From an optimization exercise on the open Yosys and OpenROAD flow, aimed at small area, a short achievable clock period and few clock cycles per item; shortcuts taken in it are not production practice.
At most, simulation tests tie the RTL to the original design; equivalence was not proved.

## middle
## fp_mul_arbiter
module fp_mul_arbiter #(
   parameter int unsigned CALC_CYCLES = 1
) (
   input  logic        clk,
   input  logic        rst,
   input  logic        req0_valid,
   input  logic        req1_valid,
   output logic        req0_ready,
   output logic        req1_ready,
   input  logic [31:0] req0_a,
   input  logic [31:0] req0_b,
   input  logic [31:0] req1_a,
   input  logic [31:0] req1_b,
   output logic        rsp_valid,
   input  logic        rsp_ready,
   output logic        rsp_id,
   output logic [31:0] rsp_data,
   output logic        busy
);
   logic        ptr_q;
   logic        adv, grant1, acc;
   logic        va_q, ida_q, sga_q;
   logic [30:0] a_q, b_q;
   logic        vb_q, idb_q, sgnb_q, nanb_q, infb_q, zerob_q;
   logic [25:0] sbn_q, cbn_q;  
   logic        cib_q;         
   logic        stb_q;         
   logic [8:0]  esb_q;         
   logic        vr_q, idr_q;
   logic [31:0] dr_q;
   assign adv        = ~(vr_q & ~rsp_ready);
   assign grant1     = req1_valid & (~req0_valid | ptr_q);
   assign req0_ready = ~rst & adv & ~(req1_valid & ptr_q);
   assign req1_ready = ~rst & adv & (ptr_q | ~req0_valid);
   assign acc        = ~rst & adv & (req0_valid | req1_valid);
   assign rsp_valid = vr_q;
   assign rsp_id    = idr_q;
   assign rsp_data  = dr_q;
   assign busy      = va_q | vb_q | vr_q;
   logic [7:0]  e1, e2;
   logic [22:0] f1, f2;
   logic        nan1, nan2, inf1, inf2, zero1, zero2;
   logic [47:0] cs_sn, cs_cn;
   logic [23:0] lo;
   logic [23:0] za, zb;
   logic        low_zero;
   assign e1    = a_q[30:23];
   assign e2    = b_q[30:23];
   assign f1    = a_q[22:0];
   assign f2    = b_q[22:0];
   assign nan1  = (e1 == 8'hFF) && (f1 != 23'd0);
   assign nan2  = (e2 == 8'hFF) && (f2 != 23'd0);
   assign inf1  = (e1 == 8'hFF) && (f1 == 23'd0);
   assign inf2  = (e2 == 8'hFF) && (f2 == 23'd0);
   assign zero1 = (e1 == 8'd0);
   assign zero2 = (e2 == 8'd0);
   mul24_csn u_mul (.x(f1), .y(f2), .sn(cs_sn), .cn(cs_cn));
   assign lo = {cs_sn[21:0], 1'b1} + {cs_cn[21:0], 1'b1};
   always_comb begin
      za[0] = 1'b1;
      zb[0] = 1'b1;
  ...
export LEC_CHECK = 0
export CAP_MARGIN = 20
export CORE_MARGIN = 2
export CORE_UTILIZATION = 65
export SETUP_SLACK_MARGIN = 5
export SLEW_MARGIN = 20
export SYNTH_HIERARCHICAL = 1
create_clock -name core_clock -period 11.0 [get_ports {clk}]
standard.sh (not shown) runs the stock make flow with config.mk's settings and CLKGATE_MAP_FILE= SYNTH_SCRIPT=/design/flow/synth_recipe.tcl, a recipe that flattens the netlist after the stock synthesis.
==> flow/flow/run.sh <==
#!/bin/bash
set -euo pipefail
bash standard.sh "BUFFER_PORTS_ARGS=-buffer_cell sky130_fd_sc_hd__buf_1" SETUP_SLACK_MARGIN=5.5 finish > make.log 2>&1
Testbench counts of middle, summed over its fixed seeds: cycles 3,224, items 3,200.
> inputs changed (middle -> south)
Settings: CORE_UTILIZATION now 40, was 65.
[summary]
- Summary of south over middle: number of placement rows rose 20, area of placed instances up about 1.8%.
- Comparing middle against south, there is no change at all in total number of sequential cells.
- Number of DRC markers in iteration 0 shrinks by more than 10% when moving from middle to south.
- Taking middle as the reference, in south fraction of area in multi-input gates lower.
- When the final numbers for middle and south were put side by side, the area of the core turned out to be greater in south.
- On cell area after layout: south sits above middle.
- Area growth from synthesis to final layout in south is 2.7 points higher than in middle

========
Another version of the RTL of fp_mul_arbiter (not shown whole).
Size in the first run: ~170 flip-flops, about 170 I/O pins.
==> flow/config.mk <==
export PLATFORM = sky130hd
export DESIGN_NAME = fp_mul_arbiter
export DESIGN_NICKNAME = fp_mul_arbiter
export VERILOG_FILES = /design/flow/design.v
export SDC_FILE = /design/flow/constraint.sdc
export NUM_CORES = 4
export LEC_CHECK = 0
export CAP_MARGIN = 20
export CORE_MARGIN = 2
export CORE_UTILIZATION = 40
export SETUP_SLACK_MARGIN = 5
export SLEW_MARGIN = 20
export SYNTH_HIERARCHICAL = 1
==> flow/constraint.sdc <==
create_clock -name core_clock -period 11.0 [get_ports {clk}]
set_input_delay 2.2000 -clock core_clock [delete_from_list [all_inputs] [get_ports {clk}]]
set_output_delay 2.2000 -clock core_clock [all_outputs]
set_load 0.01 [all_outputs]
==> flow/flow/run.sh <==
#!/bin/bash
set -euo pipefail
bash standard.sh "BUFFER_PORTS_ARGS=-buffer_cell sky130_fd_sc_hd__buf_1" SETUP_SLACK_MARGIN=6.0 finish > make.log 2>&1
Change:
==> flow/flow/run.sh (replaced) <==
#!/bin/bash
set -euo pipefail
bash standard.sh "BUFFER_PORTS_ARGS=-buffer_cell sky130_fd_sc_hd__buf_1" SETUP_SLACK_MARGIN=5.5 finish > make.log 2>&1
The new run completed with no timing, DRC or antenna violations. Worst setup slack got worse by 0.24 ns. Non-clock buffer count came out lower by 173. Global-route usage is lower by 2.3 points. Via count shrinks by 7.1%. Hold slack is worse by 0.0048 ns. Final cell count shrinks by 5.0%. Register-to-register slack loses 0.24 ns. Count of clock-buffer cells in the layout stays the same.
Change:
==> flow/flow/run.sh (replaced) <==
#!/bin/bash
set -euo pipefail
bash standard.sh "BUFFER_PORTS_ARGS=-buffer_cell sky130_fd_sc_hd__buf_1" finish > make.log 2>&1
What happened: The new run ran to the end with no violations. Worst setup slack loses 0.35 ns. Critical path depth climbs by 1. Global-route usage drops by 0.23 points. Die area stays the same. Count of clock-buffer cells in the layout climbs by 2.
No functional check of the RTL was part of any run of this note.

========
fp_mul_arbiter, a different RTL version from the one above (not shown whole).
For scale: roughly 2500 cells after synthesis, about 170 I/O pins, ~25000 µm² of cells after synthesis.
clock: 11.0 ns
lec_check: 0
cap_margin: 20
core_margin: 2
core_utilization: 50
cts_buf_list: sky130_fd_sc_hd__clkbuf_8
setup_slack_margin: 5
slew_margin: 20
synth_hierarchical: 1
==> flow/flow/run.sh <==
#!/bin/bash
set -euo pipefail
bash standard.sh "BUFFER_PORTS_ARGS=-buffer_cell sky130_fd_sc_hd__buf_1" SETUP_SLACK_MARGIN=6.0 finish > make.log 2>&1
The baseline finished clean.
Testbench counts at the start, summed over its fixed seeds: cycles 3,224, items 3,200.
Next try:
CORE_UTILIZATION = 55   (was 50)
CTS_BUF_LIST = unset   (was sky130_fd_sc_hd__clkbuf_8)
PLACE_DENSITY = 0.75   (was unset)
=>
- core utilization went up by 5.7 points
- sequential share of layout area stays flat
- synthesized area is unchanged
- critical path depth rises by 1
- clock-buffer cell count rose by 2
- non-clock buffer count came out higher by 8
- worst hold slack is worse by 0.0061 ns
- design area grows slightly
- worst setup slack is worse by 0.047 ns
- global-route usage rises by 1.1 points
- via count is higher by a few percent
Next try:
==> flow/flow/run.sh (replaced) <==
#!/bin/bash
set -euo pipefail
bash standard.sh "BUFFER_PORTS_ARGS=-buffer_cell sky130_fd_sc_hd__buf_1" SETUP_SLACK_MARGIN=6.0 \
  "CTS_ARGS=-sink_clustering_enable -repair_clock_nets -buf_list sky130_fd_sc_hd__clkbuf_8 -dont_use_dummy_load" \
  finish > make.log 2>&1
CTS_BUF_LIST = sky130_fd_sc_hd__clkbuf_8   (was unset)
PLACE_DENSITY = unset   (was 0.75)
After rerunning: Die area stays the same; final area shrinks by 1.8%; global-route usage goes up by 2.2 points; via count is lower by 2.4%; synthesized area stays the same; sequential cell count stays the same; setup slack is worse by 0.014 ns.
Next try:
==> flow/flow/run.sh (replaced) <==
#!/bin/bash
set -euo pipefail
bash standard.sh "BUFFER_PORTS_ARGS=-buffer_cell sky130_fd_sc_hd__buf_1" SETUP_SLACK_MARGIN=6.0 finish > make.log 2>&1
CTS_BUF_LIST = unset   (was sky130_fd_sc_hd__clkbuf_8)
First-iteration DRC count came out lower by about 3.6%.
Sequential cell count does not change.
Die area does not change.
Wire length barely changes.
Area after synthesis stays the same.
Synthesized cell count stays the same.
Setup slack stays flat.

========
== alpha ==
Starting RTL as in the previous note.
export LEC_CHECK = 0
export CAP_MARGIN = 20
export CORE_MARGIN = 2
export CORE_UTILIZATION = 50
export SETUP_SLACK_MARGIN = 5
export SLEW_MARGIN = 20
export SYNTH_HIERARCHICAL = 1
create_clock -name core_clock -period 11.0 [get_ports {clk}]
==> flow/flow/run.sh <==
#!/bin/bash
set -euo pipefail
bash standard.sh "BUFFER_PORTS_ARGS=-buffer_cell sky130_fd_sc_hd__buf_1" SETUP_SLACK_MARGIN=6.0 finish > make.log 2>&1
alpha: all stages complete, timing, DRC and antenna checks passed
Testbench counts of alpha, summed over its fixed seeds: cycles 3,224, items 3,200.
Relative to alpha, the following input files were edited for beta:
# alpha
export LEC_CHECK = 0
export CAP_MARGIN = 20
export CORE_MARGIN = 2
export CORE_UTILIZATION = 50
export SETUP_SLACK_MARGIN = 5
export SLEW_MARGIN = 20
export SYNTH_HIERARCHICAL = 1
create_clock -name core_clock -period 11.0 [get_ports {clk}]
# beta
export LEC_CHECK = 0
export CAP_MARGIN = 20
export CORE_MARGIN = 2
export CORE_UTILIZATION = 55
export CTS_BUF_LIST = sky130_fd_sc_hd__clkbuf_8
export SETUP_SLACK_MARGIN = 5
export SLEW_MARGIN = 20
export SYNTH_HIERARCHICAL = 1
create_clock -name core_clock -period 11.0 [get_ports {clk}]
Results
Delta(final worst slack, beta - alpha) < 0. Sum of routed wire length over all layers, alpha and beta: larger value in beta. Total area of multi-input combinational cells delta (alpha -> beta): insignificant. Minimum clock period after layout: beta higher than alpha. Summary of the comparison: number of antenna violations at the first check in global routing is higher in beta, relative to alpha. beta: layout buffering overhead excluding clock cells 0.33 points below alpha.
diff inputs: beta => gamma
# beta
export LEC_CHECK = 0
export CAP_MARGIN = 20
export CORE_MARGIN = 2
export CORE_UTILIZATION = 55
export CTS_BUF_LIST = sky130_fd_sc_hd__clkbuf_8
export SETUP_SLACK_MARGIN = 5
export SLEW_MARGIN = 20
export SYNTH_HIERARCHICAL = 1
create_clock -name core_clock -period 11.0 [get_ports {clk}]
# gamma
export LEC_CHECK = 0
export CAP_MARGIN = 20
export CORE_MARGIN = 2
export CORE_UTILIZATION = 55
export SETUP_SLACK_MARGIN = 5
export SLEW_MARGIN = 20
export SYNTH_HIERARCHICAL = 1
create_clock -name core_clock -period 11.0 [get_ports {clk}]
==> flow/flow/run.sh <==
#!/bin/bash
set -euo pipefail
bash standard.sh "BUFFER_PORTS_ARGS=-buffer_cell sky130_fd_sc_hd__buf_1" SETUP_SLACK_MARGIN=5.7 finish > make.log 2>&1
==> notes.md <==
- gamma vs beta: worst reg-to-reg setup slack down
- gamma vs. beta: setup slack went down 0.20 ns; non-clock buffer count in the final layout went down 10; routed via count held.

==> static timing again, ports no longer ideal <==
The flow's constraints put no driver on any port. The routed layouts listed below were extracted and timed again, unchanged, in two steps.
Step 1 (the two cells are an assumption about what drives the block):
set clk [get_ports {clk}]
set_driving_cell -lib_cell sky130_fd_sc_hd__clkbuf_16 $clk
set_driving_cell -lib_cell sky130_fd_sc_hd__buf_2 [delete_from_list [all_inputs] $clk]
Step 2 adds t to the input delays and takes it off the output delays; t is the mean of the earliest and latest rising clock arrival at the registers after step 1. Input paths then give back, and output paths get back, about the clock's delay inside the block.
Slacks: ideal / step 1 / step 2; pairs: ideal / step 1.
| run | t (ns) | setup slack, ns | worst setup path at the end | latest minus earliest clock arrival (ns) | worst slew at a driven data input, ns |
|---|---|---|---|---|---|
| middle | 0.508 | 5.618 / 5.597 / 5.597 | input to output | 0.017 / 0.017 | 0.04 |
| south | 0.493 | 5.676 / 5.676 / 5.676 | register to register | 0.014 / 0.015 | 0.07 |
| the first run of note 2 | 0.533 | 5.929 / 5.929 / 5.929 | register to register | 0.014 / 0.014 | 0.06 |
| the second run of note 2 | 0.523 | 5.686 / 5.686 / 5.686 | register to register | 0.014 / 0.014 | 0.06 |
| the third run of note 2 | 0.505 | 5.332 / 5.332 / 5.332 | register to register | 0.017 / 0.016 | 0.05 |
| the first run of note 3 | 0.558 | 6.078 / 6.047 / 5.823 | input to register | 0.037 / 0.037 | 0.05 |
| the second run of note 3 | 0.499 | 6.031 / 5.994 / 5.962 | input to register | 0.023 / 0.022 | 0.08 |
| the third run of note 3 | 0.571 | 6.017 / 5.934 / 5.767 | input to register | 0.039 / 0.039 | 0.09 |
| the fourth run of note 3 | 0.522 | 6.020 / 5.937 / 5.800 | input to register | 0.025 / 0.024 | 0.09 |
| alpha | 0.518 | 6.078 / 6.045 / 5.814 | input to register | 0.023 / 0.023 | 0.05 |
| beta | 0.585 | 6.027 / 5.943 / 5.780 | input to register | 0.029 / 0.029 | 0.09 |
| gamma | 0.522 | 5.827 / 5.768 / 5.550 | input to register | 0.023 / 0.022 | 0.09 |
After both steps setup and hold are still met in every run listed. The setup slack of gamma, which loses most, moves by -0.059 ns with the drivers and by -0.277 ns with both steps.
